Source: an optimization exercise on an open RTL-to-GDS flow (aim: small area, a short achievable clock period and few clock cycles per item). Production flows keep margins and buffers that such runs may drop.
In this exercise RTL edits were held to simulation tests only and were not proved equivalent to the original.

## rev 12
// value_noise_interpolator
module value_noise_interpolator #(
  parameter int FRAC_BITS      = 16,
  parameter int COS_TABLE_BITS = 8
) (
  input  logic clk_i,
  input  logic rst_ni,
  input  logic                                 s_axis_tvalid,
  output logic                                 s_axis_tready,
  input  logic [((FRAC_BITS + 1 + 7) / 8) * 8 - 1:0] s_axis_tdata,
  input  logic                                 s_axis_tuser,
  output logic                                 m_axis_tvalid,
  input  logic                                 m_axis_tready,
  output logic [((FRAC_BITS + 3 + 7) / 8) * 8 - 1:0] m_axis_tdata,
  input  logic                                 cfg_we_i,
  input  logic [1:0]                           cfg_idx_i,
  input  logic [31:0]                          cfg_data_i
);
  localparam int F       = FRAC_BITS;
  localparam int C       = COS_TABLE_BITS;
  localparam int OW      = F + 3;               
  localparam int OUT_DW  = ((F + 3 + 7) / 8) * 8;
  localparam int TAB_N   = 1 << C;
  localparam int TAB_LEN = TAB_N + 1;
  localparam int K       = 8;                   
  localparam logic [F:0] ONE_P = {1'b1, {F{1'b0}}};
  function automatic logic [TAB_LEN*(F+1)-1:0] build_cos_table();
    logic [TAB_LEN*(F+1)-1:0] tab;
  ...
Size in the first run: about 720 flip-flops, roughly 90 I/O pins, roughly 0.064 mm² of cells after synthesis.
clock: 12.0 ns
lec_check: 0
cap_margin: 20
core_margin: 2
core_utilization: 40
slew_margin: 20
run.sh (not shown) runs the stock make flow with config.mk's settings and CLKGATE_MAP_FILE= SYNTH_SCRIPT=/design/flow/synth_recipe.tcl, a recipe that flattens the netlist after the stock synthesis.
Testbench counts of rev 12, summed over its fixed seeds: cycles 5,232, items 4,800.
## Diff of input files: rev 13 against rev 12
diff --git a/flow/design.v b/flow/design.v
--- a/flow/design.v
+++ b/flow/design.v
@@ -162,14 +162,12 @@
   logic [31:0]        g3_q;
   logic [F-1:0]       t1_q;
   logic [F:0]         tn_q;
   logic [31:0]  fs1, fs2, gsrc, gnext;
   logic [F-1:0] nw0, nw1, nw2, nw3, nt;
   logic         shift;
-  logic [F:0]   tsum;
-  assign tsum  = {1'b0, tn_q[F-1:0]} + inc0_q;
   assign fs1   = vni_pkg::xorshift32(seed_q);
   assign fs2   = vni_pkg::xorshift32(fs1);
   assign shift = tn_q[F];
   assign gsrc  = do_fill ? fs2 : g3_q;
   assign gnext = vni_pkg::xorshift32(gsrc);
   always_comb begin
@@ -199,81 +197,56 @@
       w1_q <= nw1;
       w2_q <= nw2;
       if (do_fill || shift) begin
         g3_q <= gnext;
       end
       t1_q <= nt;
-      tn_q <= do_fill ? (upd1 ? inc0_q : '0) : tsum;
+      tn_q <= fill_q && !upd1 ? '0 : ({1'b0, nt} + inc0_q);
     end
   end
-  logic [31:0]        gsh;
-  logic               upd_sh;
-  logic signed [16:0] e1_q, dd1_q;
-  logic signed [16:0] es, eh, ds, dh;
-  assign gsh    = vni_pkg::xorshift32(g3_q);
-  assign upd_sh = upd1 && shift;
-  assign es     = 17'(gsh[31 -: F]) - 17'(g3_q[31 -: F]);
-  assign eh     = 17'(g3_q[31 -: F]) - 17'(w2_q);
-  assign ds     = 17'(w1_q) - 17'(w2_q);
-  assign dh     = 17'(w0_q) - 17'(w1_q);
-  always_ff @(posedge clk_i) begin
-    e1_q  <= (es & {17{upd_sh}}) | (eh & {17{!upd_sh}});
-    dd1_q <= (ds & {17{upd_sh}}) | (dh & {17{!upd_sh}});
-  end
-  logic signed [18:0] cd, ce, cp, cr, rc, rl;
+  logic signed [18:0] cd, cp, cr;
   always_comb begin
-    cd = 19'(dd1_q);
-    ce = 19'(e1_q);
-    cp = ce - cd;
-    rc = 19'(w2_q) - 19'(w0_q);
-    rl = 19'(w2_q) - 19'(w1_q);
-    cr = (rc & {19{is_cubic}}) | (rl & {19{!is_cubic}});    
+    cd = 19'(w0_q) - 19'(w1_q);
+    cp = 19'(g3_q[31 -: F]) - 19'(w2_q) - 19'(w0_q) + 19'(w1_q);
+    cr = 19'(w2_q) - 19'(is_cubic ? w0_q : w1_q);
   end
   logic signed [17:0] p1_q;
   logic signed [16:0] d1_q;
   logic signed [16:0] r1_q;
   logic [F-1:0]       tp_q, w1p_q;
   always_ff @(posedge clk_i) begin
     if (en_q) begin
-      p1_q  <= cp[17:0] & {18{is_cubic}};
-      d1_q  <= cd[16:0] & {17{is_cubic}};
+      p1_q  <= is_cubic ? cp[17:0] : '0;
+      d1_q  <= is_cubic ? cd[16:0] : '0;
       r1_q  <= is_step ? '0 : cr[16:0];
       tp_q  <= t1_q;
       w1p_q <= w1_q;
     end
   end
   logic [34:0] t1s, t1c;
   logic [K:0]  lo1;
   vni_tree1 u_tree1 (.x_i(p1_q), .t_i(tp_q), .d_i(d1_q), .s_o(t1s), .c_o(t1c));
   assign lo1 = {1'b0, t1s[K-1:0]} + {1'b0, t1c[K-1:0]};
   logic [34:K]        r1s_q, r1c_q;
   logic               r1k_q;
   logic [F-1:0]       ta_q, w1a_q;
-  logic [C-1:0]       ikn_q, ik_q;    
   logic signed [16:0] ra_q;
   always_ff @(posedge clk_i) begin
     if (en_q) begin
       r1s_q <= t1s[34:K];
       r1c_q <= t1c[34:K];
       r1k_q <= lo1[K];
       ta_q  <= tp_q;
-      ikn_q <= ~tp_q[F-1 -: C];
-      ik_q  <= tp_q[F-1 -: C];
       w1a_q <= w1p_q;
       ra_q  <= r1_q;
     end
   end
   logic [34:K] sum1;
   logic [F:0]  cos_w;
   assign sum1  = r1s_q + r1c_q + {{(34 - K){1'b0}}, r1k_q};
-  logic [C-1:0] cidx;
-  logic [F:0]   cos_a, cos_b;
-  assign cidx  = ~ikn_q;
-  assign cos_a = COS_TAB[cidx*(F+1) +: F+1];
-  assign cos_b = COS_TAB[ik_q*(F+1) +: F+1];
-  assign cos_w = {cos_b[F:F/2], cos_a[F/2-1:0]};
+  assign cos_w = COS_TAB[ta_q[F-1 -: C]*(F+1) +: F+1];
   logic signed [18:0] a_q;
   logic [F-1:0]       tb_q, mb_q, w1b_q;
   logic signed [16:0] rb_q;
   always_ff @(posedge clk_i) begin
     if (en_q) begin
       a_q   <= sum1[34:16];
[summary]
- Delta(first-pass GRT wire length, rev 13 - rev 12) < 0
- Looking at highest signal layer in the routed design, the met5 result is from rev 13; the met4 one comes from rev 12.
- Per the comparison of rev 13 with rev 12, total length of routed met3 wires climbed 3.6%, number of ordinary and repair buffers in the finished layout moved down.
- Rev 12 has a lower count of clock-buffer cells in the layout than rev 13.
- Summary — routed wire length, rev 13 relative to rev 12: lower, by 5.4%.
- Per the comparison of rev 13 with rev 12, storage element area dropped 4.5%; gate count of the mapped netlist now smaller.
Testbench counts of rev 13, summed over its fixed seeds: cycles 5,232, items 4,800.

## re-timing with driven ports
The results above use ideal ports. As a check the final layouts listed here were re-extracted and re-timed, cells and wires unchanged.
Step 1 (the two cells are an assumption about what drives the block):
set clk [get_ports {clk_i}]
set_driving_cell -lib_cell sky130_fd_sc_hd__clkbuf_16 $clk
set_driving_cell -lib_cell sky130_fd_sc_hd__buf_2 [delete_from_list [all_inputs] $clk]
Step 2 adds t to the input delays and takes it off the output delays; t is the mean of the earliest and latest rising clock arrival at the registers after step 1. Input paths then give back, and output paths get back, about the clock's delay inside the block.
Three values: no drivers, after step 1, after step 2; two values: the first two.
run | t, ns | setup WS [ns] | worst hold slack (ns)
rev 12 | 0.758 | 7.454 / 7.454 / 7.454 | 0.411 / 0.411 / 0.411
rev 13 | 0.746 | 7.073 / 7.073 / 7.073 | 0.412 / 0.412 / 0.412
After both steps setup and hold are still met in every run listed.
